Background: an optimization exercise with open tools, aiming at small area. Do not read the settings as production practice.
RTL that was checked went through simulation tests only; none was proved equivalent to the original.
No activity file was given, so power comes from the tool's default toggle rates.

==> flow/design.v <==
package dataMemPkg;
    localparam int ByteWidth = 8;
    localparam int WordBytes = 4;
    typedef logic [ByteWidth-1:0] byteT;
    typedef logic [ByteWidth*WordBytes-1:0] wordT;
    typedef enum logic
    {
        IDLE,
        ACK
    } wbStateT;
endpackage
`timescale 1ns/1ps
module wbSlaveCtrl
(
    input  logic clk,
    input  logic rst,
    input  logic cyc,
    input  logic stb,
    input  logic we,
    output logic ack,
    output logic commitWrite,
    output logic commitRead
);
    logic request;
    assign request = !rst && !ack && cyc && stb;
    always_ff @(posedge clk)
    begin
        ack <= request;
    end
    assign commitWrite = request && we;
    assign commitRead  = request && !we;
endmodule
`timescale 1ns/1ps
module byteHold
(
    input  logic             rst,
    input  logic             bankWrite,
    input  logic             load,
    input  dataMemPkg::byteT q,
    input  dataMemPkg::byteT d,
    output dataMemPkg::byteT nxt
);
    logic keep;
    assign keep = !(rst || (bankWrite && load));
    assign nxt  = ({8{keep}} & q) | ({8{load}} & d);
endmodule
module rowPick
(
    input  logic       wrap,
    input  logic       nowrap,
    input  logic [7:0] rowDec,
    output logic [7:0] rowSel
);
    assign rowSel = ({8{wrap}} & {rowDec[6:0], rowDec[7]}) | ({8{nowrap}} & rowDec);
endmodule
module byteSel4
(
    input  logic [3:0]       sel,
    input  dataMemPkg::byteT d0,
    input  dataMemPkg::byteT d1,
    input  dataMemPkg::byteT d2,
    input  dataMemPkg::byteT d3,
    output dataMemPkg::byteT y
);
    dataMemPkg::byteT yn012;
    dataMemPkg::byteT yn3;
    byteSelN3 sel012
    (
        .sel (sel[2:0]),
        .d0  (d0),
        .d1  (d1),
        .d2  (d2),
        .yn  (yn012)
    );
    byteNand sel3
    (
        .sel (sel[3]),
        .d   (d3),
        .yn  (yn3)
    );
    assign y = ~(yn012 & yn3);
endmodule
module byteSelN2
(
    input  logic [1:0]       sel,
    input  dataMemPkg::byteT d0,
    input  dataMemPkg::byteT d1,
    output dataMemPkg::byteT yn
);
    assign yn = ~(({8{sel[0]}} & d0) | ({8{sel[1]}} & d1));
endmodule
module byteNand
(
    input  logic             sel,
    input  dataMemPkg::byteT d,
    output dataMemPkg::byteT yn
);
    assign yn = ~({8{sel}} & d);
endmodule
module byteSelN3
(
    input  logic [2:0]       sel,
    input  dataMemPkg::byteT d0,
    input  dataMemPkg::byteT d1,
    input  dataMemPkg::byteT d2,
    output dataMemPkg::byteT yn
);
    assign yn = ~(({8{sel[0]}} & d0) | ({8{sel[1]}} & d1) | ({8{sel[2]}} & d2));
endmodule
module byteStore
(
    input  logic             clk,
    input  logic             rst,
    input  logic             commitWrite,
    input  logic [4:0]       adr,
    input  logic             byteAccess,
    input  dataMemPkg::wordT datIn,
    output dataMemPkg::wordT bankOut
);
    logic [1:0] a;
    logic [2:0] w;
    assign a = adr[1:0];
    assign w = adr[4:2];
    logic [7:0] rowDec;
    logic [7:0] rowSel [4];
    logic [3:0] laneSel;
    dataMemPkg::byteT mem [4][8];
    for (genvar r = 0; r < 8; r++)
    begin : gRowDec
        assign rowDec[r] = (w == 3'(r));
    end
    for (genvar k = 0; k < 4; k++)
    begin : gLaneSel
        assign laneSel[k] = (a == 2'(k));
    end
    for (genvar j = 0; j < 4; j++)
    begin : gBank
        if (j == 3)
        begin : gNoWrap
            assign rowSel[j] = rowDec;
        end
        else
        begin : gWrap
            logic wrap;
            logic nowrap;
            assign wrap   = (a > 2'(j));
            assign nowrap = !wrap;
            rowPick pick
            (
                .wrap   (wrap),
                .nowrap (nowrap),
                .rowDec (rowDec),
                .rowSel (rowSel[j])
            );
        end
        logic bankWrite;
        assign bankWrite = commitWrite && (!byteAccess || laneSel[j]);
        logic [3:0] rotSel;
        assign rotSel = {4{bankWrite}} &
            {laneSel[(j + 1) & 3], laneSel[(j + 2) & 3], laneSel[(j + 3) & 3], laneSel[j]};
        dataMemPkg::byteT bankData;
        byteSel4 wrRot
        (
            .sel (rotSel),
            .d0  (datIn[7:0]),
            .d1  (datIn[15:8]),
            .d2  (datIn[23:16]),
            .d3  (datIn[31:24]),
            .y   (bankData)
        );
        for (genvar r = 0; r < 8; r++)
        begin : gCell
            dataMemPkg::byteT nxt;
            byteHold hold
            (
                .rst       (rst),
                .bankWrite (bankWrite),
                .load      (rowSel[j][r]),
                .q         (mem[j][r]),
                .d         (bankData),
                .nxt       (nxt)
            );
            always_ff @(posedge clk)
            begin
                mem[j][r] <= nxt;
            end
        end
        dataMemPkg::byteT rdN0;
        dataMemPkg::byteT rdN1;
        dataMemPkg::byteT rdN2;
        byteSelN3 rd0
        (
            .sel (rowSel[j][2:0]),
            .d0  (mem[j][0]),
            .d1  (mem[j][1]),
            .d2  (mem[j][2]),
            .yn  (rdN0)
        );
        byteSelN3 rd1
        (
            .sel (rowSel[j][5:3]),
            .d0  (mem[j][3]),
            .d1  (mem[j][4]),
            .d2  (mem[j][5]),
            .yn  (rdN1)
        );
        byteSelN2 rd2
        (
            .sel (rowSel[j][7:6]),
            .d0  (mem[j][6]),
            .d1  (mem[j][7]),
            .yn  (rdN2)
        );
        assign bankOut[j*8 +: 8] = ~(rdN0 & rdN1 & rdN2);
    end
endmodule
`timescale 1ns/1ps
module laneNext
(
    input  logic             keep,
    input  logic [3:0]       sel,
    input  dataMemPkg::byteT q,
    input  dataMemPkg::wordT banks,
    output dataMemPkg::byteT nxt
);
    assign nxt = ({8{keep}} & q) |
                 ({8{sel[0]}} & banks[7:0])   | ({8{sel[1]}} & banks[15:8]) |
                 ({8{sel[2]}} & banks[23:16]) | ({8{sel[3]}} & banks[31:24]);
endmodule
module readAligner
(
    input  logic             clk,
    input  logic             rst,
    input  logic             commitRead,
    input  logic             byteAccess,
    input  logic [1:0]       a,
    input  dataMemPkg::wordT bankOut,
    output dataMemPkg::wordT datOut
);
    logic keep;
    logic [3:0] bankSel;
    assign keep = !(rst || commitRead);
    for (genvar k = 0; k < 4; k++)
    begin : gBankSel
        assign bankSel[k] = (a == 2'(k));
    end
    for (genvar b = 0; b < 4; b++)
    begin : gLane
        logic laneOn;
        if (b == 0)
        begin : gLow
            assign laneOn = commitRead;
        end
        else
        begin : gHigh
            assign laneOn = commitRead && !byteAccess;
        end
        logic [3:0] sel;
        for (genvar j = 0; j < 4; j++)
        begin : gSel
            assign sel[j] = laneOn && bankSel[(j - b) & 3];
        end
        dataMemPkg::byteT nxt;
        laneNext next
        (
            .keep  (keep),
            .sel   (sel),
            .q     (datOut[b*8 +: 8]),
            .banks (bankOut),
            .nxt   (nxt)
        );
        always_ff @(posedge clk)
        begin
            datOut[b*8 +: 8] <= nxt;
        end
    end
endmodule
`timescale 1ns/1ps
module dataMemory
#(
    parameter int AddrWidth = 5
)
(
    input  logic                 clk,
    input  logic                 rst,
    input  logic                 cyc,
    input  logic                 stb,
    input  logic                 we,
    input  logic [AddrWidth-1:0] adr,
    input  logic                 byteAccess,
    input  dataMemPkg::wordT     datIn,
    output dataMemPkg::wordT     datOut,
    output logic                 ack
);
    logic commitWrite;
    logic commitRead;
    dataMemPkg::wordT bankOut;
    wbSlaveCtrl busCtrl
    (
        .clk         (clk),
        .rst         (rst),
        .cyc         (cyc),
        .stb         (stb),
        .we          (we),
        .ack         (ack),
        .commitWrite (commitWrite),
        .commitRead  (commitRead)
    );
    byteStore store
    (
        .clk         (clk),
        .rst         (rst),
        .commitWrite (commitWrite),
        .adr         (adr),
        .byteAccess  (byteAccess),
        .datIn       (datIn),
        .bankOut     (bankOut)
    );
    readAligner aligner
    (
        .clk         (clk),
        .rst         (rst),
        .commitRead  (commitRead),
        .byteAccess  (byteAccess),
        .a           (adr[1:0]),
        .bankOut     (bankOut),
        .datOut      (datOut)
    );
endmodule
==> flow/config.mk <==
export PLATFORM = sky130hd
export DESIGN_NAME = dataMemory
export DESIGN_NICKNAME = dataMemory
export VERILOG_FILES = /design/flow/design.v
export SDC_FILE = /design/flow/constraint.sdc
export NUM_CORES = 4
export LEC_CHECK = 0
export CAP_MARGIN = 20
export CORE_MARGIN = 2
export CORE_UTILIZATION = 50
export GPL_TIMING_DRIVEN = 0
export PLACE_DENSITY = 0.65
export SLEW_MARGIN = 20
export SYNTH_HIERARCHICAL = 1
==> flow/constraint.sdc <==
create_clock -name core_clock -period 8.0 [get_ports {clk}]
set_input_delay 1.6000 -clock core_clock [delete_from_list [all_inputs] [get_ports {clk}]]
set_output_delay 1.6000 -clock core_clock [all_outputs]
set_load 0.01 [all_outputs]
standard.sh (not shown) runs the stock make flow with config.mk's settings and CLKGATE_MAP_FILE= SYNTH_SCRIPT=/design/flow/synth_recipe.tcl, a recipe that flattens the netlist after the stock synthesis.
==> flow/flow/run.sh <==
#!/bin/bash
# Standard layout with: synthesis buffers removed and cells set to their smallest drive
# after floorplan (repair_design re-buffers and resizes where needed), the smallest port
# buffers, and a coarser clock tree without dummy loads.
set -euo pipefail
here=$(pwd)
export POST_FLOORPLAN_TCL="$here/flow/post_floorplan.tcl"
export BUFFER_PORTS_ARGS="-buffer_cell sky130_fd_sc_hd__buf_1"
export CTS_ARGS="-sink_clustering_enable -repair_clock_nets -dont_use_dummy_load -sink_clustering_size 16 -sink_clustering_max_diameter 300 -buf_list sky130_fd_sc_hd__clkbuf_8"
bash standard.sh > standard.log 2>&1
==> flow/flow/post_floorplan.tcl <==
# Remove the buffers synthesis inserted and take every combinational cell down to its
# smallest drive strength; placement's repair_design adds back what slew and load need.
remove_buffers
set n 0
foreach inst [get_cells *] {
  set m [get_property $inst ref_name]
  if {[regexp {^(sky130_fd_sc_hd__[a-z0-9]+)_([0-9]+)$} $m -> base drive]} {
    if {$drive == 1 || [string match "*df*" $base] || [string match "*conb*" $base]} { continue }
    foreach d {1 0} {
      set cand [get_lib_cells -quiet */${base}_$d]
      if {[llength $cand] > 0} {
        replace_cell $inst [lindex $cand 0]
        incr n
        break
      }
    }
  }
}
puts "post_floorplan: resized $n cells to their smallest drive"
Change:
--- a/flow/design.v
+++ b/flow/design.v
@@ -80,15 +80,6 @@
     );
     assign y = ~(yn012 & yn3);
 endmodule
-module byteSelN2
-(
-    input  logic [1:0]       sel,
-    input  dataMemPkg::byteT d0,
-    input  dataMemPkg::byteT d1,
-    output dataMemPkg::byteT yn
-);
-    assign yn = ~(({8{sel[0]}} & d0) | ({8{sel[1]}} & d1));
-endmodule
 module byteNand
 (
     input  logic             sel,
@@ -204,14 +195,20 @@
             .d2  (mem[j][5]),
             .yn  (rdN1)
         );
-        byteSelN2 rd2
+        dataMemPkg::byteT rdN3;
+        byteNand rd2
         (
-            .sel (rowSel[j][7:6]),
-            .d0  (mem[j][6]),
-            .d1  (mem[j][7]),
+            .sel (rowSel[j][6]),
+            .d   (mem[j][6]),
             .yn  (rdN2)
         );
-        assign bankOut[j*8 +: 8] = ~(rdN0 & rdN1 & rdN2);
+        byteNand rd3
+        (
+            .sel (rowSel[j][7]),
+            .d   (mem[j][7]),
+            .yn  (rdN3)
+        );
+        assign bankOut[j*8 +: 8] = ~(rdN0 & rdN1 & rdN2 & rdN3);
     end
 endmodule
 `timescale 1ns/1ps
After rerunning: The new run completed without violations; die area came out lower by 1.5%; global-route usage came out higher by 0.67 points; final area came out higher by 0.47%; sequential power barely changes; clock skew hardly moves; combinational power came out higher by about 3%; cell count came out higher by 2.1%; setup slack is better by 0.037 ns; total power came out higher by 0.37%; sequential share of layout area came out lower by 0.22 points; worst hold slack is better by 0.0039 ns; via count came out higher by 2.3%; core utilization came out higher by 1.6 points.


Starts from the design.v that is shown in full above.
clock: 8.0 ns
lec_check: 0
cap_margin: 20
core_margin: 2
core_utilization: 50
gpl_timing_driven: 0
place_density: 0.65
slew_margin: 20
synth_hierarchical: 1
==> flow/flow/run.sh <==
#!/bin/bash
# Standard layout with: synthesis buffers removed and cells set to their smallest drive
# after floorplan (repair_design re-buffers and resizes where needed), the smallest port
# buffers, and a coarser clock tree without dummy loads.
set -euo pipefail
here=$(pwd)
export POST_FLOORPLAN_TCL="$here/flow/post_floorplan.tcl"
export BUFFER_PORTS_ARGS="-buffer_cell sky130_fd_sc_hd__buf_1"
export CTS_ARGS="-sink_clustering_enable -repair_clock_nets -dont_use_dummy_load -sink_clustering_size 9 -sink_clustering_max_diameter 300 -buf_list sky130_fd_sc_hd__clkbuf_4"
bash standard.sh > standard.log 2>&1
Scripts as last shown in full above: flow/flow/post_floorplan.tcl
Rerun with:
--- a/flow/design.v
+++ b/flow/design.v
@@ -108,4 +108,14 @@
     assign yn = ~(({8{sel[0]}} & d0) | ({8{sel[1]}} & d1) | ({8{sel[2]}} & d2));
 endmodule
+module rowDecode
+(
+    input  logic [2:0] w,
+    output logic [7:0] rowDec
+);
+    for (genvar r = 0; r < 8; r++)
+    begin : gRow
+        assign rowDec[r] = (w == 3'(r));
+    end
+endmodule
 module byteStore
 (
@@ -126,8 +136,9 @@
     logic [3:0] laneSel;
     dataMemPkg::byteT mem [4][8];
-    for (genvar r = 0; r < 8; r++)
-    begin : gRowDec
-        assign rowDec[r] = (w == 3'(r));
-    end
+    rowDecode dec
+    (
+        .w      (w),
+        .rowDec (rowDec)
+    );
     for (genvar k = 0; k < 4; k++)
     begin : gLaneSel
@@ -138,5 +149,9 @@
         if (j == 3)
         begin : gNoWrap
-            assign rowSel[j] = rowDec;
+            rowDecode dec
+            (
+                .w      (w),
+                .rowDec (rowSel[j])
+            );
         end
         else
Area after synthesis goes up by 0.58%.
Routed wire length fell by 0.95%.
Setup slack gains 0.052 ns.
Sequential share of layout area is lower by 0.15 points.
Critical path depth is unchanged.
Sequential cell count stays the same.
Power goes down by 0.55%.
Design area increases by 0.31%.
Clock-buffer cell count stays the same.
Core utilization is about the same.
Cell count rises by 0.56%.
Die area rises by 0.56%.
Function not checked in the second run of this note: the RTL went through the layout flow alone.

[what the ideal ports hide]
The flow's constraints put no driver on any port. The routed layouts listed below were extracted and timed again, unchanged, in two steps.
Step 1 assumes that a clkbuf_16 drives the clock port and a buf_2 every other input.
Step 2 also shifts input and output timing later by t, the mid clock arrival at the registers, as if the neighbouring blocks saw the same clock.
a / b / c = no drivers / after step 1 / after step 2; a / b = the first two.
| run | t (ns) | setup slack, ns | latest minus earliest clock arrival (ns) | worst register clock-pin slew, ns | pins driven straight from the clock port |
|---|---|---|---|---|---|
| the first run of note 1 | 0.564 | 3.677 / 3.694 / 3.131 | 0.068 / 0.069 | 0.11 / 0.11 | 1 |
| the second run of note 1 | 0.581 | 3.714 / 3.733 / 3.152 | 0.066 / 0.066 | 0.11 / 0.11 | 1 |
| the first run of note 2 | 0.663 | 3.798 / 3.811 / 3.148 | 0.074 / 0.074 | 0.11 / 0.11 | 1 |
| the second run of note 2 | 0.654 | 3.850 / 3.831 / 3.177 | 0.073 / 0.072 | 0.11 / 0.11 | 1 |
After both steps every run listed still meets setup and hold. The setup slack of the second run of note 2, which loses most, moves by -0.019 ns with the drivers and by -0.673 ns with both steps.
